This design comes from an exercise in tuning for small area and a short achievable clock period on the open sky130 flow, not from production work. RTL that was checked went through simulation tests only; none was proved equivalent to the original. Only the layout flow was run in run 1; the RTL was not checked for function there. No activity file was given, so power comes from the tool's default toggle rates.

==> flow/config.mk <==
export PLATFORM = sky130hd
export DESIGN_NAME = xillybus_apfifo_bridge
export DESIGN_NICKNAME = xillybus_apfifo_bridge
export VERILOG_FILES = /design/flow/design.v
export SDC_FILE = /design/flow/constraint.sdc
export NUM_CORES = 4
export LEC_CHECK = 0
export CAP_MARGIN = 20
export CORE_MARGIN = 2
export CORE_UTILIZATION = 55
export CTS_CLUSTER_DIAMETER = 80
export CTS_CLUSTER_SIZE = 30
export SETUP_SLACK_MARGIN = 2.5
export SLEW_MARGIN = 20
==> flow/constraint.sdc <==
create_clock -name core_clock -period 5.0 [get_ports {bus_clk}]
set_input_delay 1.0000 -clock core_clock [delete_from_list [all_inputs] [get_ports {bus_clk}]]
set_output_delay 1.0000 -clock core_clock [all_outputs]
set_load 0.01 [all_outputs]
==> flow/design.v <==
module xillybus_apfifo_bridge #(
   parameter int DATA_W = 128,
   parameter int ADDR_W = 4
) (
   input  logic              bus_clk,
   input  logic              reset,
   input  logic              user_w_write_128_wren,
   input  logic [DATA_W-1:0] user_w_write_128_data,
   output logic              user_w_write_128_full,
   input  logic              user_w_write_128_open,
   input  logic              user_r_read_128_rden,
   output logic [DATA_W-1:0] user_r_read_128_data,
   output logic              user_r_read_128_empty,
   output logic              user_r_read_128_eof,
   input  logic              user_r_read_128_open,
   output logic [DATA_W-1:0] in_dout,
   output logic              in_empty_n,
   input  logic              in_read,
   output logic              in_closed,
   input  logic [DATA_W-1:0] out_din,
   output logic              out_full_n,
   input  logic              out_write,
   input  logic              out_last,
   output logic              overflow
);
   localparam int DEPTH = 1 << ADDR_W;
   localparam int RA    = DEPTH - 1;           
   logic [RA-1:0][DATA_W-1:0] mem_a;
   logic [DATA_W-1:0]         head_a;
   logic [RA-1:0]             wsel_a, rsel_a;   
   logic [DEPTH-1:0]          therm_a;          
   logic wren, rd_a, empty_a, one_a, full_a, ge2_a;
   logic pop_a, push_a, drop_a, ramw_a;
   logic head_in_a, head_hold_a;
   logic [RA-1:0]     head_ram_a;
   logic [DEPTH-1:0]  therm_a_nxt;
   logic [DATA_W-1:0] head_a_nxt;
   assign wren    = user_w_write_128_wren;
   assign rd_a    = in_read;
   assign empty_a = !therm_a[0];
   assign one_a   = therm_a[0] && !therm_a[1];
   assign ge2_a   = therm_a[1];
   assign full_a  = therm_a[DEPTH-1];
   assign pop_a  = rd_a && !empty_a;
   assign push_a = wren && (!full_a || rd_a);
   assign drop_a = wren && full_a && !rd_a;
   assign ramw_a = push_a && !empty_a && !(one_a && rd_a);
   assign head_ram_a  = rsel_a & {RA{rd_a && ge2_a}};
   assign head_in_a   = (rd_a && one_a) || (wren && empty_a);
   assign head_hold_a = !(rd_a && !empty_a) && !(wren && empty_a);
   always_comb begin
      head_a_nxt = ({DATA_W{head_in_a}} & user_w_write_128_data) | ({DATA_W{head_hold_a}} & head_a);
      for (int i = 0; i < RA; i++)
         head_a_nxt = head_a_nxt | ({DATA_W{head_ram_a[i]}} & mem_a[i]);
   end
   always_comb begin
      case ({push_a, pop_a})
         2'b10:   therm_a_nxt = {therm_a[DEPTH-2:0], 1'b1};
         2'b01:   therm_a_nxt = {1'b0, therm_a[DEPTH-1:1]};
         default: therm_a_nxt = therm_a;
      endcase
   end
   always_ff @(posedge bus_clk) begin
      for (int i = 0; i < RA; i++)
         if (ramw_a && wsel_a[i]) mem_a[i] <= user_w_write_128_data;
      head_a <= head_a_nxt;
   end
   always_ff @(posedge bus_clk) begin
      if (reset) begin
         wsel_a  <= RA'(1);
         rsel_a  <= RA'(1);
         therm_a <= '0;
      end else begin
         if (ramw_a)           wsel_a <= {wsel_a[RA-2:0], wsel_a[RA-1]};
         if (rd_a && ge2_a)    rsel_a <= {rsel_a[RA-2:0], rsel_a[RA-1]};
         therm_a <= therm_a_nxt;
      end
   end
   assign user_w_write_128_full = therm_a[DEPTH-1];
   assign in_dout               = head_a;
   assign in_empty_n            = therm_a[0];
   assign in_closed             = !user_w_write_128_open && !therm_a[0];
   typedef enum logic [1:0] {
      RD_CLOSED = 2'd0,
      RD_STREAM = 2'd1,
      RD_DRAIN  = 2'd2,
      RD_EOF    = 2'd3
   } rd_state_t;
   logic [DEPTH-1:0][DATA_W-1:0] mem_b;
   logic [DEPTH-1:0]             wsel_b, rsel_b;
   logic [DEPTH-1:0]             therm_b;     
   logic [DATA_W-1:0]            rd_data_q, rd_data_nxt;
   logic                         empty_q, eof_q, full_n_q;
   rd_state_t                    state, state_nxt;
   logic open_b, empty_b, full_b, push_b, pop_b, drop_b, rd_hold;
   logic [DEPTH-1:0] rd_sel;
   logic [DEPTH-1:0] therm_b_nxt;
   assign open_b  = user_r_read_128_open;
   assign empty_b = !therm_b[0];
   assign full_b  = therm_b[DEPTH-1];
   assign pop_b  = open_b && user_r_read_128_rden && !empty_b;
   assign push_b = open_b && (state == RD_STREAM) && out_write && !full_b;
   assign drop_b = open_b && (state == RD_STREAM) && out_write && full_b;
   always_comb begin
      state_nxt = state;
      case (state)
         RD_CLOSED: state_nxt = RD_STREAM;
         RD_STREAM: if (push_b && out_last) state_nxt = RD_DRAIN;
         RD_DRAIN:  if (empty_b) state_nxt = RD_EOF;
         default:   state_nxt = RD_EOF;
      endcase
      if (!open_b) state_nxt = RD_CLOSED;
   end
   always_comb begin
      case ({push_b, pop_b})
         2'b10:   therm_b_nxt = {therm_b[DEPTH-2:0], 1'b1};
         2'b01:   therm_b_nxt = {1'b0, therm_b[DEPTH-1:1]};
         default: therm_b_nxt = therm_b;
      endcase
      if (!open_b) therm_b_nxt = '0;
   end
   assign rd_sel  = rsel_b & {DEPTH{pop_b && !reset}};
   assign rd_hold = !pop_b && !reset;
   always_comb begin
      rd_data_nxt = {DATA_W{rd_hold}} & rd_data_q;
      for (int i = 0; i < DEPTH; i++)
         rd_data_nxt = rd_data_nxt | ({DATA_W{rd_sel[i]}} & mem_b[i]);
   end
   always_ff @(posedge bus_clk) begin
      for (int i = 0; i < DEPTH; i++)
         if (push_b && wsel_b[i]) mem_b[i] <= out_din;
      rd_data_q <= rd_data_nxt;
   end
   always_ff @(posedge bus_clk) begin
      if (reset || !open_b) begin
         wsel_b <= DEPTH'(1);
         rsel_b <= DEPTH'(1);
      end else begin
         if (push_b) wsel_b <= {wsel_b[DEPTH-2:0], wsel_b[DEPTH-1]};
         if (pop_b)  rsel_b <= {rsel_b[DEPTH-2:0], rsel_b[DEPTH-1]};
      end
   end
   always_ff @(posedge bus_clk) begin
      if (reset) begin
         state    <= RD_CLOSED;
         therm_b  <= '0;
         empty_q  <= 1'b1;
         eof_q    <= 1'b0;
         full_n_q <= 1'b1;
      end else begin
         state    <= state_nxt;
         therm_b  <= therm_b_nxt;
         empty_q  <= !therm_b_nxt[0];
         eof_q    <= (state_nxt == RD_EOF);
         full_n_q <= (state_nxt == RD_CLOSED) ||
                     ((state_nxt == RD_STREAM) && !therm_b_nxt[DEPTH-1]);
      end
   end
   assign user_r_read_128_data  = rd_data_q;
   assign user_r_read_128_empty = empty_q;
   assign user_r_read_128_eof   = eof_q;
   assign out_full_n            = full_n_q;
   always_ff @(posedge bus_clk) begin
      if (reset)                 overflow <= 1'b0;
      else if (drop_a || drop_b) overflow <= 1'b1;
   end
endmodule
==> flow/run.sh <==
#!/bin/bash
# synth_recipe.tcl (not shown) runs the flow's synth.tcl, then flattens the netlist and writes it again
# the make line also repeats each setting of config.mk as NAME=value (left out here)
make -C /OpenROAD-flow-scripts/flow DESIGN_CONFIG=/design/flow/config.mk WORK_HOME=/design/flow/orfs CLKGATE_MAP_FILE= SYNTH_SCRIPT=/design/flow/synth_recipe.tcl finish
==> impl_results.md, run 1 <==
* CP Cell Sequence: nor2_1 -> buf_2
* Crit-path slowest cell: dfxtp_4
* Synth Area in Compound Gates at 0.127
* Fmax at 0.396 GHz
* Worst path max stage delay at 0.40 ns
* Crit. End Element: output port
* Ys flop type: edfxtp_1
* Number of buffers created by CTS at 179
* Gr usage total at 0.312
* 1st-pass router iterations at 9
* Rel. slew slack at 0.214
* Critical path class: flip-flop to output port
* Via-to-Cell Ratio at 6.87
* GP Congestion at 0.813
* Startpoint Class: flip-flop
* Final total negative setup slack at 0 ns
* Yosys cell types at 40
* HPWL Detailed at 228,000 um
* Main area contributors after synthesis: edfxtp_1, dfxtp_1, a22oi_1
* Slew @ Worst Pin at 1.18 ns
* Post-route setup slack at 2.47 ns
* VDD IR max at 278 uV
* Final period util at 0.506
* Drt total wl at 449,000 um
* CTS tree: built
* Die height at 531 um
* Status: complete, no violations
* Power Dens Cells at 356 mW/mm2
* Vias post-DR at 86,200
* Simple logic cell fraction of the synthesized area at 0.0277
* Syn-to-layout area delta at 11.6%
* Clock Latency Late Sink at 0.92 ns
* Internal at 48.0 mW
* Worst EP required at 4.00 ns
* Pre-CTS setup slack at 0.479 ns
* Synthesized-area fraction occupied by adder cells at 0.000246
* Post-DP Area at 0.164 mm2
* Final Hold Violating Endpoints at 0
* Post-CTS Hold Buffers at 0
* Die X at 531 um
* Hold crit path type: flip-flop to flip-flop
* Iter 0 DRT Violations at 12,600
* DIE AREA at 0.282 mm2
* Synth Instances at 8,186
* Async SR Flop Fraction at 0
* Number of global-route vias before repair at 83,300
* RSZ-0062 raised after global routing: yes
* # Max-Cap Violations at 0
* Top-Level Pins at 528
* Post-Syn Area at 0.153 mm2
* Yosys warning count at 1
* Non-filler instance count after layout at 12,600
* Final instance area at 0.170 mm2
* Synth Area in XOR/XNOR at 0
* Combinational Power Share at 0.034
* Most common cell in the netlist: edfxtp_1
* Worst-path clk slew at 0.10 ns
* Worst Path Arrival at 1.53 ns
* Worst Skew at 0.0455 ns
* Commonest cells in the synthesized netlist: edfxtp_1, a22oi_1, a22o_1
* Site Rows at 193
* Yosys reg bits at 4,324
* CP Max Fanout at 3
* Net Sw Power at 12.6 mW
* Layout Nets at 8,943
* Initial Utilization at 0.553
* Core ar. at 0.276 mm2
* Max Root-Sink Buffers at 4
* Syn nets at 8,454
* Register area share after synthesis at 0.827
* Register share of total power at 0.661
* CTS root buf: clkbuf_16
* I/O Buffers at 527
* Cells after DPL at 12,100
* Leakage power at 52.8 nW
* Proportion of synthesized area in mux cells at 0.000918
* Pwr Total at 60.6 mW
* Avg Cell Area, Syn at 18.7 um2
* Slew Limit Fails at 0
* Final Setup Violations at 0
* H-tree Lvls at 4
* First-pass GRT wire length at 627,000 um
* Grt total ovfl at 0
* Layout cells sized above 1 at 0.137
* Clock share of power at 0.305
* Routed wire per std cell at 35.8 um
* Switching share of power at 0.208
* CTS sink cnt at 4,324
* Largest area contributor in the netlist: edfxtp_1
* DR DRC count at 0
* Largest family of logic cells by synthesized area: compound AO/OA/AOI/OAI gates
* Final min period at 2.53 ns
* Initial antenna violation count at 53
* Post-DRT Antenna Nets at 0
* EDFF count, synth at 3,968
* Synth top area share at 0.780
* Largest net degree at the start of global routing at 150
power by group through the flow:
stage / clock network [mW] / registers (mW) / logic [mW]
finish: 18.5 / 40.1 / 2.08
global route: 19.8 / 40.1 / 2.23
CTS: 18.7 / 40.0 / 2.07
detailed placement: 0 / 40.8 / 2.17
global placement: 0 / 40.8 / 2.11
floorplan: 0 / 40.8 / 0.599
per-stage QoR:
step / hold WS [ns] / util
2_1_floorplan: 0.432 / -
3_3_place_gp: 0.445 / 0.592
3_5_place_dp: 0.449 / 0.593
4_1_cts: 0.462 / 0.616
5_1_grt: 0.482 / 0.617
6_report: 0.463 / 0.617
layout make-up:
cell class	count	area [um2]
flip-flops and latches	4324	127000
clock inverters	64	608
inverters	37	255
repair buffers	863	8950
repair inverters	1	7.51
fillers	19700	106000
well taps	3705	4640
multi-input cells	3269	24100
clock buffers	264	5050
diodes	23	57.6
registers in the layout, indices dropped and copies added, names as in the netlist:
name and cells:
mem_b 2048, mem_a 1920, head_a 128, rd_data_q 128, rsel_b 16, therm_a 16
therm_b 16, wsel_b 16, rsel_a 15, wsel_a 15, state 2, empty_q 1
eof_q 1, full_n_q 1, overflow 1
final timing paths:
path	startpoint	slack (ns)	to	cells after the start
setup / recovery	therm_a[0]	2.47	in_closed	2
setup reg to reg	rsel_b[15]	2.53	rd_data_q[50]	5
hold / removal	head_a[85]	0.46	head_a[85]	2
hold reg to reg	head_a[85]	0.46	head_a[85]	2
layout by cell type, fill, tap and decap left out, drive strengths merged, types with 159 or more instances in the layout:
master / netlist / layout
a221oi: 544 / 544
a222oi: 192 / 192
nor2: 190 / 190
buf: 327 / 590
a22o: 571 / 571
clkbuf: 231 / 264
a22oi: 724 / 724
edfxtp: 3968 / 3968
dfxtp: 356 / 356
nand2: 252 / 252
nand3: 159 / 159
clkdlybuf4s50: 0 / 259
what timing repair did:
item	in CTS	in global routing
buffers inserted	96	11
pin swaps	6	1
gates cloned	11	0
gates resized for setup	1455	7
setup endpoints to repair	4331	178
metal layers:
metal	GRT usage	wire (um)	vias to the layer above
met5	0	221	-
met4	0.0872	12800	34
met3	0.0417	40900	580
met2	0.515	219000	4649
met1	0.439	176000	45500
li1	-	-	35400
kinds of logic (layout without fill, tap and decap cells):
logic type	count (synthesis)	after routing
flops	4324	4324
other cells	0	23
simple gates	843	845
fa+ha+maj	3	3
mux	14	14
buf+inv	595	1229
compound gates	2407	2407
critical path: cells and delay by family, from the launching register on:
kind,cells,cell delay (ns)
flops,1,0.40
simple gates,1,0.09
buf+inv,1,0.13
==> inputs of run 2 (changes only) <==
--- a/flow/design.v
+++ b/flow/design.v
@@ -30,4 +30,5 @@
    logic [RA-1:0]             wsel_a, rsel_a;   
    logic [DEPTH-1:0]          therm_a;          
+   logic                      empty_a_q;        
    logic wren, rd_a, empty_a, one_a, full_a, ge2_a;
    logic pop_a, push_a, drop_a, ramw_a;
@@ -68,11 +69,13 @@
    always_ff @(posedge bus_clk) begin
       if (reset) begin
-         wsel_a  <= RA'(1);
-         rsel_a  <= RA'(1);
-         therm_a <= '0;
+         wsel_a    <= RA'(1);
+         rsel_a    <= RA'(1);
+         therm_a   <= '0;
+         empty_a_q <= 1'b1;
       end else begin
          if (ramw_a)           wsel_a <= {wsel_a[RA-2:0], wsel_a[RA-1]};
          if (rd_a && ge2_a)    rsel_a <= {rsel_a[RA-2:0], rsel_a[RA-1]};
-         therm_a <= therm_a_nxt;
+         therm_a   <= therm_a_nxt;
+         empty_a_q <= !therm_a_nxt[0];
       end
    end
@@ -80,5 +83,5 @@
    assign in_dout               = head_a;
    assign in_empty_n            = therm_a[0];
-   assign in_closed             = !user_w_write_128_open && !therm_a[0];
+   assign in_closed             = !user_w_write_128_open && empty_a_q;
    typedef enum logic [1:0] {
       RD_CLOSED = 2'd0,
==> impl_results.md, run 2 <==
* CP Max Fanout at 1 (-2)
* Worst-path clk slew at 0.10 ns (about the same)
* Post-DP Area at 0.163 mm2 (-0.68%)
* Fmax at 0.387 GHz (-2.1%)
* Leakage power at 52.0 nW (-1.4%)
* Number of buffers created by CTS at 180 (+0.56%)
* Initial Utilization at 0.554 (+0.00111)
* Register area share after synthesis at 0.831 (+0.00422)
* Largest net degree at the start of global routing at 105 (-30%)
* Met2 wire len at 217,000 um (-0.98%)
* Worst EP required at 4.00 ns (about the same)
* Commonest cells after routing, fill and taps aside: edfxtp_1, a22oi_1, a221oi_1, a22o_1, a222oi_1
* Met1 wire length at 173,000 um (-1.3%)
* H-tree Lvls at 4 (unchanged)
* VDD IR max at 275 uV (-1.3%)
* Gr usage total at 0.311 (-0.000789)
* CTS root buf: clkbuf_16
* Clock share of power at 0.313 (+0.008)
* Final Setup Violations at 0 (unchanged)
* Post-route setup slack at 2.42 ns (-0.0531 ns)
* Drt total wl at 446,000 um (-0.63%)
* Pre-CTS setup slack at 0.793 ns (+0.314 ns)
* Final total negative setup slack at 0 ns (unchanged)
* Layout cells sized above 1 at 0.149 (+0.0117)
* Top flop regs: mem_b x2048, mem_a x1920
* R2r setup slk at 2.52 ns (about the same)
* Combinational Power Share at 0.030 (-0.004)
* Async SR Flop Fraction at 0 (unchanged)
* Syn nets at 8,373 (-0.96%)
* Grt total ovfl at 0 (unchanged)
* RSZ-0062 raised after global routing: yes
* Post-Syn Area at 0.152 mm2 (-0.49%)
* First-pass GRT wire length at 622,000 um (-0.69%)
* Switching share of power at 0.206 (-0.00263)
* Die height at 530 um (-0.24%)
* Filler cell count in the final layout at 19,400 (-1.3%)
* Top reg by flops: mem_b
* Yosys reg bits at 4,325 (+0.023%)
* Die X at 530 um (-0.24%)
* Final period util at 0.516 (+0.0106)
* FF+latch area at 0.127 mm2 (about the same)
* EDFF count, synth at 3,968 (unchanged)
* Initial antenna violation count at 42 (-21%)
* Synth Instances at 8,104 (-1.0%)
* HPWL Detailed at 221,000 um (-3.0%)
* Max reg flops at 2,048 (unchanged)
* Commonest cells in the synthesized netlist: edfxtp_1, a22oi_1, a221oi_1
* Final instance area at 0.170 mm2 (-0.18%)
* Core ar. at 0.274 mm2 (-0.69%)
* DR DRC count at 0 (unchanged)
* Net Sw Power at 12.5 mW (-1.1%)
* Top-Level Pins at 528 (unchanged)
* Most common cell in the netlist: edfxtp_1
* Iter 0 DRT Violations at 12,300 (-2.3%)
* DR top layer: met5
* Slew @ Worst Pin at 1.11 ns (-0.0688 ns)
* Yosys warning count at 1 (unchanged)
* Post-DRT Antenna Nets at 0 (unchanged)
* Site Rows at 192 (-0.52%)
* 1st-pass router iterations at 8 (-1)
* # Max-Cap Violations at 0 (unchanged)
* Layout Nets at 8,827 (-1.3%)
* Largest area contributor in the netlist: edfxtp_1
* Startpoint Class: flip-flop
* Final min period at 2.58 ns (+0.0531 ns)
* Post-CTS Hold Buffers at 0 (unchanged)
* Final Hold Violating Endpoints at 0 (unchanged)
* Hold crit path type: flip-flop to flip-flop
* Internal at 48.2 mW (+0.46%)
* Status: complete, no violations
* DIE AREA at 0.281 mm2 (-0.49%)
* Clock Latency Late Sink at 0.94 ns (+0.02 ns)
* Slew Limit Fails at 0 (unchanged)
* Worst Path Arrival at 1.58 ns (+0.05 ns)
* GP Congestion at 0.788 (-3.1%)
* Crit-path slowest cell: dfxtp_4
* CTS sink cnt at 4,325 (+0.023%)
* Rel. slew slack at 0.260 (+0.0458)
* Leading cell type in the layout, fill and taps excluded: edfxtp_1
* Main area contributors after synthesis: edfxtp_1, a22oi_1, dfxtp_1
* Max Root-Sink Buffers at 4 (unchanged)
* CP Cell Sequence: nor2b_1 -> buf_2
* Worst Skew at 0.0374 ns (-0.00810 ns)
* Pwr Total at 60.7 mW (+0.12%)
* Register share of total power at 0.657 (-0.004)
* Yosys cell types at 48 (+20%)
* Multi-input combinational cell area at 0.0234 mm2 (-2.9%)
* DR WL met3 at 43,300 um (+5.9%)
* Avg Cell Area, Syn at 18.8 um2 (+0.51%)
* Crit. End Element: output port
* Power Dens Cells at 357 mW/mm2 (+0.30%)
* Ys flop type: edfxtp_1
* Syn-to-layout area delta at 12.0%
* Synth top area share at 0.784 (+0.00386)
* Via-to-Cell Ratio at 6.90 (+0.36%)
* I/O Buffers at 527 (unchanged)
* Worst path max stage delay at 0.41 ns (about the same)
* Critical path class: flip-flop to output port
* Vias post-DR at 85,600 (-0.79%)
* Number of global-route vias before repair at 83,100 (-0.15%)
* Routed wire per std cell at 36.0 um (+0.52%)
* CTS tree: built
## run 2: cell types whose count changed after synthesis, sizes merged, moves of 42 or more
| cell | delta |
|---|---|
| a22oi | +253 |
| a22o | -225 |
| a221oi | -164 |
| a211oi | -119 |
| a222oi | +115 |
| nor2 | -115 |
| buf | -95 |
| clkbuf | +95 |
| a21oi | +89 |
| a31o | +85 |
| and4 | -85 |
| a31oi | +53 |
| nand2 | -42 |
## run 2: stage by stage
step | hold slack, ns | std cells | util
floorplan | 0.432 | 8104 | -
global placement | 0.445 | 12000 | 0.593
detailed placement | 0.450 | 12000 | 0.593
CTS | 0.467 | 12400 | 0.620
global route | 0.491 | 12400 | 0.620
finish | 0.472 | 12400 | 0.620
## run 2: cell families after synthesis
kind of cell               Yosys count  share of synthesized area
DFF                               4325                      0.831
AOI/OAI and AO/OA                 2522                      0.131
and+or+nand+nor                    656                     0.0214
buffers and inverters              597                     0.0162
adders and majority gates            4                   0.000329
## run 2: power groups by stage
| stage | combinational (mW) | clock [mW] | sequential [mW] |
|---|---|---|---|
| final | 1.80 | 19.0 | 39.9 |
| after detailed placement | 1.89 | 0 | 40.7 |
| after global routing | 1.92 | 20.4 | 39.9 |
| after CTS | 1.79 | 19.2 | 39.9 |
| after floorplan | 0.480 | 0 | 40.7 |
| after global placement | 1.85 | 0 | 40.7 |
## run 2: final cells by class
class / count / share of cell area
Clock buffer: 257 / 0.0293
Antenna cell: 15 / 0.000221
Timing Repair inverter: 1 / 0.0000294
Timing Repair Buffer: 827 / 0.0530
Multi-Input combinational cell: 3184 / 0.137
Sequential cell: 4325 / 0.746
Tap cell: 3686 / 0.0271
Clock inverter: 73 / 0.00537
Inverter: 39 / 0.00151
## run 2: worst max-delay path, delay by kind of cell, from the launching register on
family / cells / cell delay [ns]
flops: 1 / 0.41
buf+inv: 1 / 0.13
simple gates: 1 / 0.13
## run 2: per-layer routing
| layer | vias up | global-route usage |
|---|---|---|
| met4 | 48 | 0.0746 |
| met3 | 542 | 0.0538 |
| met5 | - | 0 |
| met1 | 45200 | 0.435 |
| li1 | 35200 | - |
| met2 | 4578 | 0.513 |
## run 2: worst paths after layout
path	startpoint	endpoint	cells after the start
worst max-delay path	empty_a_q	in_closed	2
worst min-delay path	wsel_a[12]	wsel_a[12]	2
worst max register to register	rsel_a[11]	head_a[27]	4
worst min register to register	wsel_a[12]	wsel_a[12]	2
## run 2: what timing repair did
item,CTS,global route
buffers inserted,80,6
setup endpoints to repair,4361,641
pin swaps,2,1
resized for setup,1548,16
gates cloned,20,1
==> inputs of run 3 (changes only) <==
==> flow/flow/run.sh (new file) <==
#!/bin/bash
# Standard layout, except that the port buffers that global placement inserts on every
# input and output are buf_2 cells instead of the tool's default choice.
set -euo pipefail
export BUFFER_PORTS_ARGS="-buffer_cell sky130_fd_sc_hd__buf_2"
bash standard.sh > make_finish.log 2>&1
==> flow/standard.sh (new file) <==
#!/bin/bash
# synth_recipe.tcl (not shown) runs the flow's synth.tcl, then flattens the netlist and writes it again
# the make line also repeats each setting of config.mk as NAME=value (left out here)
make -C /OpenROAD-flow-scripts/flow DESIGN_CONFIG=/design/flow/config.mk WORK_HOME=/design/flow/orfs CLKGATE_MAP_FILE= SYNTH_SCRIPT=/design/flow/synth_recipe.tcl "${@:-finish}"
removed: flow/run.sh
==> impl_results.md, run 3 <==
* Post-CTS Hold Buffers at 0 (unchanged)
* CTS tree: built
* Filler cell count in the final layout at 19,700 (+1.7%)
* Top reg by flops: mem_b
* # Max-Cap Violations at 0 (unchanged)
* Initial antenna violation count at 55 (+31%)
* Status: complete, no violations
* Slew Limit Fails at 0 (unchanged)
* Site Rows at 192 (unchanged)
* Slew @ Worst Pin at 1.17 ns (+0.0601 ns)
* Final Setup Violations at 0 (unchanged)
* Avg Cell Area, Syn at 18.8 um2 (unchanged)
* Crit. End Element: output port
* Worst Skew at 0.0511 ns (+0.0137 ns)
* CTS sink cnt at 4,325 (unchanged)
* Number of buffers created by CTS at 181 (+0.56%)
* HPWL Detailed at 222,000 um (+0.19%)
* Synth Area in XOR/XNOR at 0 (unchanged)
* I/O Buffers at 527 (unchanged)
* CTS root buf: clkbuf_16
* Final Hold Violating Endpoints at 0 (unchanged)
* Layout cells sized above 1 at 0.163 (+0.0146)
* Yosys reg bits at 4,325 (unchanged)
* Most common cell in the netlist: edfxtp_1
* Synth top area share at 0.784 (unchanged)
* Worst EP required at 4.00 ns (about the same)
* Via-to-Cell Ratio at 6.90 (about the same)
* DIE AREA at 0.281 mm2 (unchanged)
* Leakage power at 51.6 nW (-0.87%)
* DR DRC count at 0 (unchanged)
* Final min period at 2.59 ns (+0.00705 ns)
* Top flop regs: mem_b x2048, mem_a x1920
* Drt total wl at 443,000 um (-0.66%)
* Post-Syn Area at 0.152 mm2 (unchanged)
* Main area contributors after synthesis: edfxtp_1, a22oi_1, dfxtp_1
* Largest net degree at the start of global routing at 110 (+4.8%)
* RSZ-0062 raised after global routing: yes
* Hold crit path type: primary input to flip-flop
* H-tree Lvls at 4 (unchanged)
* Critical path class: flip-flop to output port
* Grt total ovfl at 0 (unchanged)
* Power Dens Cells at 361 mW/mm2 (+1.1%)
* Hold Slack at 0.365 ns (-0.107 ns)
* Synth Instances at 8,104 (unchanged)
* Gr usage total at 0.308 (-0.00308)
* Startpoint Class: flip-flop
* Final total negative setup slack at 0 ns (unchanged)
* Yosys warning count at 1 (unchanged)
* Largest family of logic cells by synthesized area: compound AO/OA/AOI/OAI gates
* Cells after DPL at 12,000 (-0.0084%)
* Initial Utilization at 0.554 (unchanged)
* Die X at 530 um (unchanged)
* Non-filler instance count after layout at 12,400 (-0.19%)
* Multi-input combinational cell area at 0.0234 mm2 (+0.12%)
* Worst-path clk slew at 0.11 ns (about the same)
* CP Max Fanout at 1 (unchanged)
* Syn nets at 8,373 (unchanged)
* First-pass GRT wire length at 617,000 um (-0.95%)
* Commonest cells after routing, fill and taps aside: edfxtp_1, a22oi_1, buf_2, a221oi_1, a22o_1
* Ys flop type: edfxtp_1
* Vias post-DR at 85,500 (-0.12%)
* Largest area contributor in the netlist: edfxtp_1
* Die height at 530 um (unchanged)
* Leading cell type in the layout, fill and taps excluded: edfxtp_1
* Async SR Flop Fraction at 0 (unchanged)
* Worst Path Arrival at 1.59 ns (about the same)
* Synthesized-area fraction occupied by adder cells at 0.000329 (unchanged)
* Syn-to-layout area delta at 10.3%
* Layout Nets at 8,799 (-0.32%)
* Routed wire per std cell at 35.8 um (-0.48%)
* Commonest cells in the synthesized netlist: edfxtp_1, a22oi_1, a221oi_1
* Register area share after synthesis at 0.831 (unchanged)
* Post-DRT Antenna Nets at 0 (unchanged)
* Number of global-route vias before repair at 82,900 (-0.31%)
* Iter 0 DRT Violations at 13,000 (+5.2%)
* Fmax at 0.386 GHz (-0.27%)
* Core ar. at 0.274 mm2 (unchanged)
* Max reg flops at 2,048 (unchanged)
* Top-Level Pins at 528 (unchanged)
* Max Root-Sink Buffers at 4 (unchanged)
* EDFF count, synth at 3,968 (unchanged)
* Rel. slew slack at 0.220 (-0.0400)
* Clock Latency Late Sink at 0.94 ns (about the same)
* GP Congestion at 0.787 (-0.19%)
* Final period util at 0.518 (+0.00141)
* FF+latch area at 0.127 mm2 (-0.14%)
* Simple logic cell fraction of the synthesized area at 0.0214 (unchanged)
* Proportion of synthesized area in mux cells at 0 (unchanged)
* 1st-pass router iterations at 9 (+1)
* Synth Area in Compound Gates at 0.131 (unchanged)
* VDD IR max at 323 uV (+18%)
* Yosys cell types at 48 (unchanged)
==> run 3: final timing paths <==
| path | start | end | slack, ns | depth (start not counted) |
|---|---|---|---|---|
| min reg2reg | mem_b[1084] | rd_data_q[60] | 0.46 | 2 |
| min | user_r_read_128_rden | rsel_b[0] | 0.37 | 3 |
| max reg2reg | state[1] | mem_b[1784] | 2.44 | 7 |
| max | empty_a_q | in_closed | 2.41 | 2 |
==> run 3: metal layers <==
layer / GRT usage / routed length, um / vias up
met5: 0 / 363 / -
met4: 0.0868 / 12900 / 60
met3: 0.0505 / 42600 / 604
met2: 0.508 / 216000 / 4463
met1: 0.427 / 171000 / 45200
li1: - / - / 35100
==> run 3: power by group <==
part           internal, mW  total (mW)  switching (mW)
logic                 0.523        1.63            1.11
clock network          7.88        19.0            11.1
registers              39.6        39.8           0.227
==> run 3: cells by family (layout without fill, tap and decap cells) <==
logic type / after synthesis / in the layout
AND/OR/NAND/NOR: 656 / 659
adder cells (fa/ha/maj): 4 / 4
AO/OA/AOI/OAI: 2522 / 2522
buffers and inverters: 597 / 1167
other: 0 / 21
flip-flops: 4325 / 4325
==> run 3: area by class of cell <==
class,instances,share of cell area
diodes,21,0.000313
repair buffers,789,0.0393
repair inverters,9,0.000388
clock inverters,71,0.00531
multi-input cells,3185,0.140
clock buffers,259,0.0299
inverters,39,0.00154
flip-flops and latches,4325,0.756
well taps,3686,0.0275
==> run 3: timing repair <==
action / in CTS / in global routing
resized for setup: 361 / 31
gates cloned: 14 / 6
pin swaps: 1 / 4
setup buffers: 46 / 13
setup endpoints to repair: 3560 / 1123
==> run 3: metrics by stage <==
step / total power, mW / setup WS (ns) / area [um2] / util
finish: 60.4 / 2.41 / 168000 / 0.611
global route: 62.0 / 2.38 / 168000 / 0.611
CTS: 60.6 / 2.34 / 167000 / 0.609
detailed placement: 42.2 / 0.917 / 160000 / 0.581
global placement: 42.2 / 0.890 / 159000 / 0.581
floorplan: 41.2 / 1.02 / 152000 / -
==> run 3: worst max-delay path, stage by stage (launching register included) <==
cell and delay, ns:
dfxtp_4 0.41, nor2b_1 0.13, buf_2 0.13
==> inputs of run 4 (changes only) <==
--- a/flow/config.mk
+++ b/flow/config.mk
@@ -8,7 +8,8 @@
 export CAP_MARGIN = 20
 export CORE_MARGIN = 2
-export CORE_UTILIZATION = 55
+export CORE_UTILIZATION = 65
 export CTS_CLUSTER_DIAMETER = 80
 export CTS_CLUSTER_SIZE = 30
+export PLACE_DENSITY = 0.7
 export SETUP_SLACK_MARGIN = 2.5
 export SLEW_MARGIN = 20
==> impl_results.md, run 4 <==
* Clock Latency Late Sink at 0.88 ns (-0.06 ns)
* Leading cell type in the layout, fill and taps excluded: edfxtp_1
* Rel. slew slack at 0.186 (-0.0339)
* Die X at 488 um (-8.0%)
* CTS tree: built
* Worst Skew at 0.0419 ns (-0.00920 ns)
* Simple logic cell fraction of the synthesized area at 0.0214 (unchanged)
* FF+latch area at 0.127 mm2 (-0.16%)
* Top-Level Pins at 528 (unchanged)
* Largest area contributor in the netlist: edfxtp_1
* Worst path max stage delay at 0.42 ns (about the same)
* Core ar. at 0.233 mm2 (-15%)
* Status: complete, no violations
* Worst Path Arrival at 1.53 ns (-0.06 ns)
* Post-CTS Hold Buffers at 0 (unchanged)
* Worst EP required at 4.00 ns (about the same)
* Routed wire per std cell at 35.9 um (+0.21%)
* Multi-input combinational cell area at 0.0234 mm2 (about the same)
* Critical path's top delay family: flip-flops
* Register area share after synthesis at 0.831 (unchanged)
* Commonest cells after routing, fill and taps aside: edfxtp_1, a22oi_1, buf_2, a221oi_1, a22o_1
* Vias post-DR at 86,200 (+0.88%)
* CP Buf/Inv Count at 1 (unchanged)
* Yosys reg bits at 4,325 (unchanged)
* Final total negative setup slack at 0 ns (unchanged)
* Startpoint Class: flip-flop
* Top flop regs: mem_b x2048, mem_a x1920
* Avg Cell Area, Syn at 18.8 um2 (unchanged)
* EDFF count, synth at 3,968 (unchanged)
* Synth Area in Compound Gates at 0.131 (unchanged)
* Crit-path slowest cell: dfxtp_4
* Ys flop type: edfxtp_1
* Drt total wl at 420,000 um (-5.2%)
* Path length in cells of the critical path at 2 (unchanged)
* Filler cell count in the final layout at 14,300 (-28%)
* Grt total ovfl at 0 (unchanged)
* Site Rows at 177 (-7.8%)
* GP Congestion at 0.819 (+4.2%)
* Syn nets at 8,373 (unchanged)
* Async SR Flop Fraction at 0 (unchanged)
* Proportion of synthesized area in mux cells at 0 (unchanged)
* Layout cells sized above 1 at 0.150 (-0.0137)
* Final period util at 0.507 (-0.0108)
* Final Setup Violations at 0 (unchanged)
* Number of global-route vias before repair at 83,200 (+0.35%)
* Number of buffers created by CTS at 168 (-7.2%)
* Min-delay src: out_last
* Crit path from: empty_a_q
* # Max-Cap Violations at 0 (unchanged)
* Main area contributors after synthesis: edfxtp_1, a22oi_1, dfxtp_1
* Layout Nets at 8,780 (-0.22%)
* 1st-pass router iterations at 9 (unchanged)
* Final min period at 2.53 ns (-0.0539 ns)
* Reg2reg start: rsel_a[11]
* Synth Instances at 8,104 (unchanged)
* Hold Path Depth at 2 (-1)
* Via-to-Cell Ratio at 7.36 (+6.6%)
* Post-Syn Area at 0.152 mm2 (unchanged)
* Pwr Total at 58.6 mW (-3.1%)
* VDD IR max at 454 uV (+41%)
* I/O Buffers at 527 (unchanged)
* Final Hold Violating Endpoints at 0 (unchanged)
* Initial Utilization at 0.653 (+0.0996)
* DR DRC count at 0 (unchanged)
* CTS sink cnt at 4,325 (unchanged)
* DIE AREA at 0.238 mm2 (-15%)
* Top reg by flops: mem_b
* Synthesized-area fraction occupied by adder cells at 0.000329 (unchanged)
* Max Root-Sink Buffers at 3 (-1)
* Max reg flops at 2,048 (unchanged)
* Yosys cell types at 48 (unchanged)
* Synth Area in XOR/XNOR at 0 (unchanged)
* Iter 0 DRT Violations at 12,900 (-0.78%)
* Fmax at 0.395 GHz (+2.1%)
* Initial antenna violation count at 58 (+5.5%)
* Slew @ Worst Pin at 1.22 ns (+0.0509 ns)
* Gr usage total at 0.348 (+0.0406)
* Slew Limit Fails at 0 (unchanged)
* Syn-to-layout area delta at 8.81%
* Worst-path clk slew at 0.11 ns (about the same)
* First-pass GRT wire length at 592,000 um (-4.0%)
* Leakage power at 51.0 nW (-1.2%)
* Yosys warning count at 1 (unchanged)
* Hold crit path type: primary input to flip-flop
* Cells on worst reg2reg path at 5 (-2)
* Crit. End Element: output port
* HPWL Detailed at 210,000 um (-5.1%)
* Post-DRT Antenna Nets at 0 (unchanged)
* Power Dens Cells at 354 mW/mm2 (-1.7%)
* Largest net degree at the start of global routing at 150 (+36%)
* Critical path class: flip-flop to output port
* Most common cell in the netlist: edfxtp_1
* CTS root buf: clkbuf_16
* Commonest cells in the synthesized netlist: edfxtp_1, a22oi_1, a221oi_1
* H-tree Lvls at 4 (unchanged)
* RSZ-0062 raised after global routing: yes
* Largest family of logic cells by synthesized area: compound AO/OA/AOI/OAI gates
* Die height at 488 um (-8.0%)
* CP Max Fanout at 1 (unchanged)
* Synth top area share at 0.784 (unchanged)
* CP Cell Sequence: nor2b_1 -> buf_2
[run 4: cell counts after synthesis]
Identical to the previous run, type by type.
[run 4: through the flow]
stage	instances	setup WS [ns]	utilization	hold WS, ns	cell area, um2
after floorplan	8104	1.02	-	0.432	152000
after global placement	11300	0.984	0.682	0.444	159000
after detailed placement	11300	1.12	0.682	0.449	159000
after CTS	11700	2.17	0.709	0.316	165000
after global routing	11700	2.42	0.711	0.345	165000
final	11700	2.47	0.711	0.371	165000
[run 4: cells by family (layout without fill, tap and decap cells)]
logic type | Yosys count | in the layout
AO/OA/AOI/OAI | 2522 | 2522
adder cells (fa/ha/maj) | 4 | 4
buffers and inverters | 597 | 1136
AND/OR/NAND/NOR | 656 | 660
flip-flops | 4325 | 4325
other | 0 | 29
[run 4: area by class of cell]
cell class,count,share of cell area
tap,3043,0.0230
clock inverter,35,0.00196
clock buffer,271,0.0285
antenna,29,0.000439
inverter,39,0.00160
timing repair inverter,12,0.000469
multi-input combinational,3186,0.142
sequential,4325,0.766
timing repair buffer,779,0.0369
[run 4: report_power, final]
group | switching [mW] | internal [mW] | leakage [nW]
Combinational | 1.10 | 0.479 | 9.92
Sequential | 0.220 | 39.6 | 38.7
Clock | 10.4 | 6.78 | 2.41
[run 4: final timing paths]
kind	endpoint	slack, ns
worst max-delay path	in_closed	2.47
worst min-delay path	eof_q	0.37
worst max register to register	head_a[84]	2.49
worst min register to register	wsel_a[11]	0.46
[run 4: what timing repair did]
item                       in CTS  in global routing
buffers inserted               56                 10
pin swaps                       3                  0
cloned                         21                  2
setup endpoints to repair    3933               2144
gates resized for setup       150                 38
[run 4: layer usage]
metal / routed length [um] / up-vias / part of all wire / global-route usage
li1: - / 35100 / - / -
met1: 149000 / 44100 / 0.35 / 0.476
met2: 203000 / 6176 / 0.48 / 0.564
met3: 51300 / 788 / 0.12 / 0.0683
met4: 17000 / 48 / 0.041 / 0.130
met5: 288 / - / 0.00069 / 0
==> inputs of run 5 (changes only) <==
--- a/flow/design.v
+++ b/flow/design.v
@@ -95,4 +95,5 @@
    logic [DATA_W-1:0]            rd_data_q, rd_data_nxt;
    logic                         empty_q, eof_q, full_n_q;
+   logic                         can_push_q, can_drop_q;   
    rd_state_t                    state, state_nxt;
    logic open_b, empty_b, full_b, push_b, pop_b, drop_b, rd_hold;
@@ -103,6 +104,6 @@
    assign full_b  = therm_b[DEPTH-1];
    assign pop_b  = open_b && user_r_read_128_rden && !empty_b;
-   assign push_b = open_b && (state == RD_STREAM) && out_write && !full_b;
-   assign drop_b = open_b && (state == RD_STREAM) && out_write && full_b;
+   assign push_b = open_b && out_write && can_push_q;
+   assign drop_b = open_b && out_write && can_drop_q;
    always_comb begin
       state_nxt = state;
@@ -151,4 +152,6 @@
          eof_q    <= 1'b0;
          full_n_q <= 1'b1;
+         can_push_q <= 1'b0;
+         can_drop_q <= 1'b0;
       end else begin
          state    <= state_nxt;
@@ -158,4 +161,6 @@
          full_n_q <= (state_nxt == RD_CLOSED) ||
                      ((state_nxt == RD_STREAM) && !therm_b_nxt[DEPTH-1]);
+         can_push_q <= (state_nxt == RD_STREAM) && !therm_b_nxt[DEPTH-1];
+         can_drop_q <= (state_nxt == RD_STREAM) && therm_b_nxt[DEPTH-1];
       end
    end
--- a/flow/config.mk
+++ b/flow/config.mk
@@ -8,8 +8,7 @@
 export CAP_MARGIN = 20
 export CORE_MARGIN = 2
-export CORE_UTILIZATION = 65
+export CORE_UTILIZATION = 55
 export CTS_CLUSTER_DIAMETER = 80
 export CTS_CLUSTER_SIZE = 30
-export PLACE_DENSITY = 0.7
 export SETUP_SLACK_MARGIN = 2.5
 export SLEW_MARGIN = 20
==> impl_results.md, run 5 <==
* Ys flop type: edfxtp_1
* Die X at 530 um (+8.6%)
* Yosys reg bits at 4,327 (+0.046%)
* Fmax at 0.396 GHz (+0.39%)
* Final period util at 0.505 (-0.00198)
* Slew @ Worst Pin at 1.16 ns (-0.0567 ns)
* Routed wire per std cell at 35.8 um (-0.15%)
* Worst-path clk slew at 0.10 ns (about the same)
* Slew Limit Fails at 0 (unchanged)
* FF+latch area at 0.127 mm2 (about the same)
* Leakage power at 52.4 nW (+2.9%)
* Combinational Power Share at 0.027 (about the same)
* CTS tree: built
* Async SR Flop Fraction at 0 (unchanged)
* Startpoint Class: flip-flop
* Final min period at 2.52 ns (-0.00991 ns)
* H-tree Lvls at 4 (unchanged)
* Final total negative setup slack at 0 ns (unchanged)
* Filler cell count in the final layout at 19,600 (+37%)
* Power Dens Cells at 361 mW/mm2 (+1.9%)
* 1st-pass router iterations at 10 (+1)
* RSZ-0062 raised after global routing: yes
* Synth top area share at 0.784 (about the same)
* Crit. End Element: output port
* Multi-input combinational cell area at 0.0234 mm2 (+0.14%)
* DIE AREA at 0.280 mm2 (+18%)
* Initial antenna violation count at 85 (+47%)
* Cells after DPL at 11,900 (+5.2%)
* HPWL Detailed at 226,000 um (+7.3%)
* Rel. slew slack at 0.224 (+0.0378)
* Post-DP Area at 0.160 mm2 (+0.80%)
* CP Max Fanout at 1 (unchanged)
* Yosys warning count at 1 (unchanged)
* Worst Skew at 0.0435 ns (+0.00156 ns)
* Post-CTS Hold Buffers at 0 (unchanged)
* Clock Latency Late Sink at 0.91 ns (+0.03 ns)
* CTS root buf: clkbuf_16
* I/O Buffers at 527 (unchanged)
* Gr usage total at 0.309 (-0.0393)
* Hold Slack at 0.400 ns (+0.0289 ns)
* Top flop regs: mem_b x2048, mem_a x1920
* Final Setup Violations at 0 (unchanged)
* Largest area contributor in the netlist: edfxtp_1
* Critical path class: flip-flop to output port
* Worst EP required at 4.00 ns (about the same)
* Reg2reg start: rsel_b[7]
* Non-filler instance count after layout at 12,400 (+5.4%)
* Final Hold Violating Endpoints at 0 (unchanged)
* Internal at 47.9 mW (+2.2%)
* Yosys cell types at 40 (-17%)
* Post-Syn Area at 0.152 mm2 (about the same)
* Most common cell in the netlist: edfxtp_1
* GP Congestion at 0.799 (-2.5%)
* Avg Cell Area, Syn at 19.0 um2 (+1.1%)
* First-pass GRT wire length at 620,000 um (+4.8%)
* Crit path from: empty_a_q
* Syn-to-layout area delta at 10.2%
* Final instance area at 0.167 mm2 (+1.3%)
* Iter 0 DRT Violations at 12,100 (-6.2%)
* Initial Utilization at 0.554 (-0.0992)
* Max Root-Sink Buffers at 4 (+1)
* Post-DRT Antenna Nets at 0 (unchanged)
* Die height at 530 um (+8.6%)
* Worst Path Arrival at 1.52 ns (about the same)
* Status: complete, no violations
* Vias post-DR at 85,300 (-1.1%)
* Top-Level Pins at 528 (unchanged)
* Min-delay src: user_r_read_128_rden
* Largest net degree at the start of global routing at 119 (-21%)
* Leading cell type in the layout, fill and taps excluded: edfxtp_1
* Register share of total power at 0.660 (-0.020)
* Number of buffers created by CTS at 186 (+11%)
* EDFF count, synth at 3,968 (unchanged)
* # Max-Cap Violations at 0 (unchanged)
* Register area share after synthesis at 0.832 (about the same)
* Clock share of power at 0.313 (+0.020)
* Number of global-route vias before repair at 82,300 (-1.0%)
* Layout cells sized above 1 at 0.149 (-0.00116)
* Pre-CTS setup slack at 1.14 ns (+0.0215 ns)
* Drt total wl at 442,000 um (+5.3%)
* VDD IR max at 399 uV (-12%)
* Max reg flops at 2,048 (unchanged)
* Grt total ovfl at 0 (unchanged)
* Layout Nets at 8,743 (-0.42%)
* Syn nets at 8,280 (-1.1%)
* Commonest cells in the synthesized netlist: edfxtp_1, a22o_1, a22oi_1
* Net Sw Power at 12.5 mW (+7.1%)
* DR DRC count at 0 (unchanged)
* Switching share of power at 0.207 (+0.00760)
* Via-to-Cell Ratio at 6.90 (-6.2%)
* Synth Instances at 8,011 (-1.1%)
* Site Rows at 192 (+8.5%)
* Post-route setup slack at 2.48 ns (+0.00991 ns)
* Top reg by flops: mem_b
* CTS sink cnt at 4,327 (+0.046%)
* Core ar. at 0.274 mm2 (+18%)
* Main area contributors after synthesis: edfxtp_1, dfxtp_1, a22o_1
* Commonest cells after routing, fill and taps aside: edfxtp_1, a22o_1, a22oi_1, a221oi_1, buf_2
* Hold crit path type: primary input to flip-flop
==> run 5: changes by cell type after synthesis, sizes merged, moves of 33 or more <==
cell	delta
a21oi	-92
a221oi	+212
a222oi	-120
a22o	+390
a22oi	-331
a31o	-78
a31oi	-45
and4	-35
nand2	+33
nand3	-48
nand4	+112
o21ai	-51
==> run 5: layer usage <==
metal	vias up	part of all wire	global-route usage	wire (um)
li1	35000	-	-	-
met1	45200	0.39	0.437	173000
met2	4478	0.48	0.504	214000
met3	579	0.095	0.0472	41900
met4	58	0.028	0.0848	12400
met5	-	0.00084	0	372
==> run 5: cell families after synthesis <==
| logic type | synth area share |
|---|---|
| buffers and inverters | 0.0156 |
| adders and majority gates | 0.000329 |
| AOI/OAI and AO/OA | 0.131 |
| and+or+nand+nor | 0.0217 |
| DFF | 0.832 |
==> run 5: final timing paths <==
kind / end / slack, ns / cells after the start
hold / removal: rsel_b[0] / 0.40 / 3
setup reg to reg: rd_data_q[63] / 2.49 / 5
setup / recovery: in_closed / 2.48 / 2
hold reg to reg: head_a[92] / 0.47 / 2
==> run 5: critical path: stages, from the launching register on <==
cell,delay [ns]
dfxtp_4,0.40
nor2b_4,0.14
buf_6,0.10
==> run 5: repair_timing <==
action / 4_1_cts / 5_1_grt
resized for setup: 191 / 12
gates cloned: 15 / 2
endpoints found under the setup margin: 2537 / 798
pin swaps: 2 / 1
setup buffers: 58 / 14
==> run 5: layout make-up <==
class | instances | area share
Sequential cell | 4327 | 0.756
Multi-Input combinational cell | 3107 | 0.140
Timing Repair Buffer | 802 | 0.0383
Clock buffer | 260 | 0.0303
Tap cell | 3686 | 0.0275
Clock inverter | 74 | 0.00481
Inverter | 37 | 0.00151
Antenna cell | 48 | 0.000717
Timing Repair inverter | 13 | 0.000463
==> run 5: metrics by stage <==
stage,power [mW],utilization
floorplan,41.2,-
global route,61.9,0.611
finish,60.4,0.611
detailed placement,42.3,0.583
CTS,60.6,0.610
global placement,42.2,0.583
==> run 5: power groups by stage <==
stage / sequential, mW / clock, mW / combinational, mW
final: 39.9 / 18.9 / 1.64
after global routing: 39.9 / 20.2 / 1.77
after CTS: 39.9 / 19.1 / 1.62
after detailed placement: 40.7 / 0 / 1.59
after global placement: 40.7 / 0 / 1.52
after floorplan: 40.7 / 0 / 0.480
==> inputs of run 6 (changes only) <==
--- a/flow/design.v
+++ b/flow/design.v
@@ -31,4 +31,5 @@
    logic [DEPTH-1:0]          therm_a;          
    logic                      empty_a_q;        
+   logic                      one_a_q, mid_a_q;   
    logic wren, rd_a, empty_a, one_a, full_a, ge2_a;
    logic pop_a, push_a, drop_a, ramw_a;
@@ -46,5 +47,5 @@
    assign push_a = wren && (!full_a || rd_a);
    assign drop_a = wren && full_a && !rd_a;
-   assign ramw_a = push_a && !empty_a && !(one_a && rd_a);
+   assign ramw_a = wren && (mid_a_q || (one_a_q && !rd_a) || (full_a && rd_a));
    assign head_ram_a  = rsel_a & {RA{rd_a && ge2_a}};
    assign head_in_a   = (rd_a && one_a) || (wren && empty_a);
@@ -73,4 +74,6 @@
          therm_a   <= '0;
          empty_a_q <= 1'b1;
+         one_a_q   <= 1'b0;
+         mid_a_q   <= 1'b0;
       end else begin
          if (ramw_a)           wsel_a <= {wsel_a[RA-2:0], wsel_a[RA-1]};
@@ -78,4 +81,6 @@
          therm_a   <= therm_a_nxt;
          empty_a_q <= !therm_a_nxt[0];
+         one_a_q   <= therm_a_nxt[0] && !therm_a_nxt[1];
+         mid_a_q   <= therm_a_nxt[1] && !therm_a_nxt[DEPTH-1];
       end
    end
--- a/flow/config.mk
+++ b/flow/config.mk
@@ -8,7 +8,8 @@
 export CAP_MARGIN = 20
 export CORE_MARGIN = 2
-export CORE_UTILIZATION = 55
+export CORE_UTILIZATION = 65
 export CTS_CLUSTER_DIAMETER = 80
 export CTS_CLUSTER_SIZE = 30
-export SETUP_SLACK_MARGIN = 2.5
+export PLACE_DENSITY = 0.7
+export SETUP_SLACK_MARGIN = 2.7
 export SLEW_MARGIN = 20
==> impl_results.md, run 6 <==
* Hold Slack at 0.450 ns (+0.0493 ns)
* Post-CTS Hold Buffers at 0 (unchanged)
* Max reg flops at 2,048 (unchanged)
* Pre-CTS setup slack at 1.01 ns (-0.132 ns)
* EDFF count, synth at 3,968 (unchanged)
* Worst path max stage delay at 0.36 ns (-0.04 ns)
* Critical path class: flip-flop to output port
* Post-DP Area at 0.160 mm2 (-0.14%)
* Post-layout util at 0.728 (+0.117)
* Status: complete, no violations
* Pwr Total at 59.5 mW (-1.6%)
* First-pass GRT wire length at 611,000 um (-1.4%)
* Critical path's top delay family: flip-flops
* Async SR Flop Fraction at 0 (unchanged)
* Layout Nets at 9,278 (+6.1%)
* Leading cell type in the layout, fill and taps excluded: edfxtp_1
* Gr usage total at 0.360 (+0.0512)
* Final min period at 2.51 ns (-0.0152 ns)
* Reg2reg start: can_push_q
* Crit-path slowest cell: dfxtp_2
* FF+latch area at 0.127 mm2 (+0.29%)
* Die height at 488 um (-7.8%)
* H-tree Lvls at 4 (unchanged)
* Drt total wl at 438,000 um (-0.87%)
* CTS root buf: clkbuf_16
* Initial Utilization at 0.654 (+0.100)
* Avg Cell Area, Syn at 17.9 um2 (-5.4%)
* Top reg by flops: mem_b
* VDD IR max at 384 uV (-3.8%)
* Syn-to-layout area delta at 11.2%
* Syn nets at 8,766 (+5.9%)
* Routed wire per std cell at 35.6 um (-0.68%)
* CP Buf/Inv Count at 1 (unchanged)
* Power Dens Cells at 351 mW/mm2 (-2.8%)
* Worst Path Arrival at 1.51 ns (about the same)
* Crit. End Element: output port
* Die X at 488 um (-7.8%)
* Final instance area at 0.170 mm2 (+1.2%)
* Vias post-DR at 88,700 (+4.0%)
* Worst Skew at 0.0317 ns (-0.0118 ns)
* Synth top area share at 0.781 (-0.00286)
* Cells after DPL at 11,800 (-0.67%)
* CTS sink cnt at 4,329 (+0.046%)
* Worst EP required at 4.00 ns (about the same)
* Leakage power at 53.9 nW (+2.7%)
* Top-Level Pins at 528 (unchanged)
* Rel. slew slack at 0.185 (-0.0383)
* DR DRC count at 0 (unchanged)
* Number of buffers created by CTS at 168 (-9.7%)
* Filler cell count in the final layout at 14,000 (-29%)
* Yosys reg bits at 4,329 (+0.046%)
* Commonest cells in the synthesized netlist: edfxtp_1, a22oi_1, nand2_1
* Largest area contributor in the netlist: edfxtp_1
* Slew @ Worst Pin at 1.22 ns (+0.0575 ns)
* Fmax at 0.399 GHz (+0.60%)
* Most common cell in the netlist: edfxtp_1
* Ys flop type: edfxtp_1
* Number of global-route vias before repair at 85,500 (+3.8%)
* Synth Instances at 8,497 (+6.1%)
* Via-to-Cell Ratio at 7.19 (+4.2%)
* Post-Syn Area at 0.152 mm2 (+0.37%)
* RSZ-0062 raised after global routing: yes
* Clock Latency Late Sink at 0.89 ns (-0.02 ns)
* Slew Limit Fails at 0 (unchanged)
* Site Rows at 177 (-7.8%)
* Final total negative setup slack at 0 ns (unchanged)
* Post-DRT Antenna Nets at 0 (unchanged)
* Final period util at 0.502 (-0.00304)
* Final Setup Violations at 0 (unchanged)
* Main area contributors after synthesis: edfxtp_1, a22oi_1, dfxtp_1
* Commonest cells after routing, fill and taps aside: edfxtp_1, a22oi_1, nand2_1, buf_6, buf_2
* Post-route setup slack at 2.49 ns (+0.0152 ns)
* I/O Buffers at 527 (unchanged)
* # Max-Cap Violations at 0 (unchanged)
* Non-filler instance count after layout at 12,300 (-0.19%)
* Final Hold Violating Endpoints at 0 (unchanged)
* Max Root-Sink Buffers at 3 (-1)
* CTS tree: built
* Layout cells sized above 1 at 0.166 (+0.0177)
* Crit path from: empty_a_q
* Hold crit path type: flip-flop to flip-flop
* Largest net degree at the start of global routing at 129 (+8.4%)
* Yosys warning count at 1 (unchanged)
* Worst-path clk slew at 0.11 ns (about the same)
* HPWL Detailed at 219,000 um (-3.1%)
* Iter 0 DRT Violations at 15,100 (+25%)
* CP Cell Sequence: nor2b_1 -> buf_2
* GP Congestion at 0.840 (+5.2%)
* 1st-pass router iterations at 12 (+2)
* Top flop regs: mem_b x2048, mem_a x1920
* Register area share after synthesis at 0.829 (-0.00277)
* Core ar. at 0.233 mm2 (-15%)
* Initial antenna violation count at 61 (-28%)
* Min-delay src: mem_b[797]
* CP Max Fanout at 1 (unchanged)
* Grt total ovfl at 0 (unchanged)
* Multi-input combinational cell area at 0.0243 mm2 (+3.6%)
* DIE AREA at 0.238 mm2 (-15%)
* Yosys cell types at 42 (+5.0%)
* Startpoint Class: flip-flop
## run 6: cell types whose count changed after synthesis, moves of 113 or more
cell      delta
nand4_1    -113
a221oi_1   -436
a22o_1     -537
a22oi_1    +904
nor3_1     +136
nand2_1    +333
## run 6: final timing paths
kind / cells after the start / end / slack (ns)
max: 2 / in_closed / 2.49
min: 2 / rd_data_q[29] / 0.45
max reg2reg: 6 / mem_b[298] / 2.62
min reg2reg: 2 / rd_data_q[29] / 0.45
## run 6: report_power, final
group          switching (mW)  total [mW]  leakage (nW)  internal, mW
sequential              0.294        40.0          38.8          39.7
clock                    10.6        17.5          2.51          6.96
combinational            1.19        1.94          12.6         0.756
## run 6: final cells by class
type	count	share of cell area
clock buffers	280	0.0288
repair buffers	867	0.0507
inverters	37	0.00154
repair inverters	16	0.000679
well taps	3132	0.0231
diodes	44	0.000649
multi-input cells	3590	0.143
flip-flops and latches	4329	0.749
clock inverters	36	0.00204
## run 6: cells by family after synthesis
kind of cell             count (synthesis)  synth area share
AO/OA/AOI/OAI                         2438             0.122
flip-flops                            4329             0.829
adder cells (fa/ha/maj)                  4          0.000328
AND/OR/NAND/NOR                       1142            0.0329
buffers and inverters                  583            0.0155
multiplexers                             1         0.0000738
## run 6: layer usage
layer	wire, um	GRT usage	vias to the layer above
met5	168	0	-
met2	212000	0.582	6524
li1	-	-	36000
met4	18000	0.135	28
met1	154000	0.495	45400
met3	54600	0.0688	798
## run 6: worst min-delay path, stage by stage, from the launching register on
cell and delay (ns):
edfxtp_1 0.33, a22oi_1 0.06, nand2_1 0.05
## run 6: timing repair
action                                  4_1_cts  5_1_grt
pin swaps                                     8        6
cloned                                       22        8
resized for setup                           701       36
endpoints found under the setup margin     3297     1144
setup buffers                               115       23
==> inputs of run 7 (changes only) <==
==> flow/flow/run.sh (replaced) <==
#!/bin/bash
# Standard layout, except that the port buffers that global placement inserts on every
# input and output are buf_2 cells instead of the tool's default choice, and clock tree
# synthesis places its buffers at most 200 um apart.
set -euo pipefail
export BUFFER_PORTS_ARGS="-buffer_cell sky130_fd_sc_hd__buf_2"
export CTS_BUF_DISTANCE=200
bash standard.sh > make_finish.log 2>&1
==> impl_results.md, run 7 <==
* Worst path max stage delay at 0.36 ns (about the same)
* DIE AREA at 0.238 mm2 (unchanged)
* Die height at 488 um (unchanged)
* H-tree Lvls at 4 (unchanged)
* 1st-pass router iterations at 10 (-2)
* Final Setup Violations at 0 (unchanged)
* Core ar. at 0.233 mm2 (unchanged)
* Largest area contributor in the netlist: edfxtp_1
* Min-delay src: mem_b[797]
* Crit-path slowest cell: dfxtp_2
* Initial antenna violation count at 68 (+11%)
* Drt total wl at 436,000 um (-0.49%)
* CTS tree: built
* First-pass GRT wire length at 610,000 um (-0.22%)
* Status: complete, no violations
* Hold Path Sink: rd_data_q[29]
* HPWL Detailed at 219,000 um (unchanged)
* Worst-path clk slew at 0.11 ns (about the same)
* Syn nets at 8,766 (unchanged)
* Clock Latency Late Sink at 0.88 ns (about the same)
* Non-filler instance count after layout at 12,300 (-0.11%)
* Cells after DPL at 11,800 (unchanged)
* Hold Path Depth at 2 (unchanged)
* Fmax at 0.403 GHz (+1.1%)
* Worst Skew at 0.0448 ns (+0.0131 ns)
* Iter 0 DRT Violations at 14,400 (-4.6%)
* Rel. slew slack at 0.143 (-0.0419)
* Number of global-route vias before repair at 85,300 (-0.15%)
* Site Rows at 177 (unchanged)
* Post-DRT Antenna Nets at 0 (unchanged)
* Yosys warning count at 1 (unchanged)
* Final total negative setup slack at 0 ns (unchanged)
* Simple logic cell fraction of the synthesized area at 0.0329 (unchanged)
* Critical path class: flip-flop to output port
* Synth top area share at 0.781 (unchanged)
* Pwr Total at 59.6 mW (+0.23%)
* Synth Instances at 8,497 (unchanged)
* Leakage power at 53.8 nW (-0.12%)
* Die X at 488 um (unchanged)
* Top-Level Pins at 528 (unchanged)
* # Max-Cap Violations at 0 (unchanged)
* Filler cell count in the final layout at 14,000 (+0.44%)
* Max Root-Sink Buffers at 4 (+1)
* Top flop regs: mem_b x2048, mem_a x1920
* Initial Utilization at 0.654 (unchanged)
* Async SR Flop Fraction at 0 (unchanged)
* RSZ-0062 raised after global routing: yes
* VDD IR max at 382 uV (-0.46%)
* Critical path's top delay family: flip-flops
* Final period util at 0.496 (-0.00535)
* R2r setup slk at 2.64 ns (+0.02 ns)
* Crit. End Element: output port
* Syn-to-layout area delta at 11.1%
* CP Max Fanout at 1 (unchanged)
* CP Cell Sequence: nor2b_1 -> buf_2
* Cells on worst reg2reg path at 8 (+2)
* Proportion of synthesized area in mux cells at 0.0000739 (unchanged)
* Grt total ovfl at 0 (unchanged)
* Commonest cells in the synthesized netlist: edfxtp_1, a22oi_1, nand2_1
* CTS sink cnt at 4,329 (unchanged)
* EDFF count, synth at 3,968 (unchanged)
* Largest family of logic cells by synthesized area: compound AO/OA/AOI/OAI gates
* Gr usage total at 0.358 (-0.00212)
* Final min period at 2.48 ns (-0.0267 ns)
* Ys flop type: edfxtp_1
* Main area contributors after synthesis: edfxtp_1, a22oi_1, dfxtp_1
* I/O Buffers at 527 (unchanged)
* Via-to-Cell Ratio at 7.17 (-0.34%)
* Vias post-DR at 88,300 (-0.45%)
* Most common cell in the netlist: edfxtp_1
* Largest net degree at the start of global routing at 129 (unchanged)
* Final Hold Violating Endpoints at 0 (unchanged)
* Routed wire per std cell at 35.4 um (-0.38%)
* Hold Slack at 0.453 ns (+0.00351 ns)
* Register area share after synthesis at 0.829 (unchanged)
* Max reg flops at 2,048 (unchanged)
* Leading cell type in the layout, fill and taps excluded: edfxtp_1
* Post-layout util at 0.727 (-0.000752)
* Hold crit path type: flip-flop to flip-flop
* CTS root buf: clkbuf_16
* Startpoint Class: flip-flop
* Synth Area in XOR/XNOR at 0 (unchanged)
* Post-Syn Area at 0.152 mm2 (unchanged)
* Layout Nets at 9,270 (-0.086%)
* Synthesized-area fraction occupied by adder cells at 0.000328 (unchanged)
* Slew Limit Fails at 0 (unchanged)
* CP Buf/Inv Count at 1 (unchanged)
* Commonest cells after routing, fill and taps aside: edfxtp_1, a22oi_1, nand2_1, buf_6, buf_2
* DR DRC count at 0 (unchanged)
* Reg2reg start: therm_a[15]
* Layout cells sized above 1 at 0.165 (-0.000967)
* Avg Cell Area, Syn at 17.9 um2 (unchanged)
* Slew @ Worst Pin at 1.28 ns (+0.0628 ns)
* Synth Area in Compound Gates at 0.122 (unchanged)
* Worst EP required at 4.00 ns (about the same)
* Worst Path Arrival at 1.48 ns (-0.03 ns)
* Yosys cell types at 42 (unchanged)
* R2R Path End: mem_a[1718]
* Power Dens Cells at 352 mW/mm2 (+0.33%)
* GP Congestion at 0.840 (unchanged)
* Yosys reg bits at 4,329 (unchanged)
* Top reg by flops: mem_b
* Number of buffers created by CTS at 172 (+2.4%)
## run 7: cell counts after synthesis
Identical to the previous run, type by type.
## run 7: cells by family after synthesis
family                   count (synthesis)
AO/OA/AOI/OAI                         2438
adder cells (fa/ha/maj)                  4
buffers and inverters                  583
flip-flops                            4329
multiplexers                             1
AND/OR/NAND/NOR                       1142
## run 7: worst max path at each step
stage	from	endpoint	slack (ns)	cells past startpoint
after floorplan	in_read	mem_a[0]	0.97	5
after global placement	in_read	mem_a[1757]	1.10	6
after detailed placement	in_read	mem_a[1757]	1.01	6
after CTS	can_push_q	mem_b[679]	2.43	5
after global routing	empty_a_q	in_closed	2.48	2
final	empty_a_q	in_closed	2.52	2
## run 7: area by class of cell
cell class	count	area [um2]	share of cell area
antenna	43	108	0.000635
clock buffer	284	4990	0.0294
clock inverter	31	287	0.00169
inverter	37	260	0.00154
multi-input combinational	3590	24300	0.143
sequential	4329	127000	0.750
tap	3132	3920	0.0231
timing repair buffer	855	8360	0.0494
timing repair inverter	16	113	0.000665
## run 7: metal layers
layer	track usage	part of all wire	up-vias
li1	-	-	36000
met1	0.492	0.36	45200
met2	0.583	0.48	6272
met3	0.0661	0.12	790
met4	0.129	0.041	40
met5	0	0.00055	-
## run 7: power by group
group | internal [mW] | switching [mW] | total (mW)
Clock | 7.10 | 10.6 | 17.7
Combinational | 0.754 | 1.18 | 1.94
Sequential | 39.7 | 0.292 | 40.0
Total | 47.6 | 12.1 | 59.6
## run 7: repair_timing
| item | 4_1_cts | 5_1_grt |
|---|---|---|
| setup endpoints to repair | 3235 | 1384 |
| pin swaps | 10 | 7 |
| resized for setup | 697 | 40 |
| gates cloned | 20 | 6 |
| setup buffers | 107 | 23 |
| hold buffers | 0 | 0 |
## run 7: metrics by stage
step | worst slack (ns) | cell area, um2
after floorplan | 0.974 | 153000
after global placement | 1.10 | 160000
final | 2.52 | 169000
after detailed placement | 1.01 | 160000
after global routing | 2.48 | 169000
after CTS | 2.43 | 169000
## run 7: tightest hold or removal path: cells and delay by family (launching register included)
kind,cells,cell delay [ns]
AOI/OAI and AO/OA,1,0.06
DFF,1,0.33
and+or+nand+nor,1,0.05

==> port drivers added, routing unchanged <==
The flow's constraints put no driver on any port. The routed layouts listed below were extracted and timed again, unchanged, in two steps. Step 1 sets driving cells, clkbuf_16 on the clock port and buf_2 on the other inputs (assumed; they add their load-dependent delay and slew). Step 2 adds t to the input delays and takes it off the output delays; t is the mean of the earliest and latest rising clock arrival at the registers after step 1. Input paths then give back, and output paths get back, about the clock's delay inside the block. Slacks: ideal / step 1 / step 2; pairs: ideal / step 1.
run | shift t [ns] | setup slack, ns | pins driven straight from the clock port
run 1 | 1.010 | 2.472 / 2.365 / 1.469 | 1
run 2 | 1.022 | 2.419 / 2.312 / 1.459 | 1
run 3 | 1.016 | 2.412 / 2.309 / 1.569 | 1
run 4 | 0.960 | 2.466 / 2.362 / 1.490 | 1
run 5 | 1.000 | 2.476 / 2.364 / 1.440 | 1
run 6 | 0.982 | 2.491 / 2.392 / 1.655 | 1
run 7 | 0.960 | 2.518 / 2.412 / 1.659 | 1
After both steps every run listed still meets setup and hold. The setup slack of run 5, which loses most, moves by -0.112 ns with the drivers and by -1.036 ns with both steps.
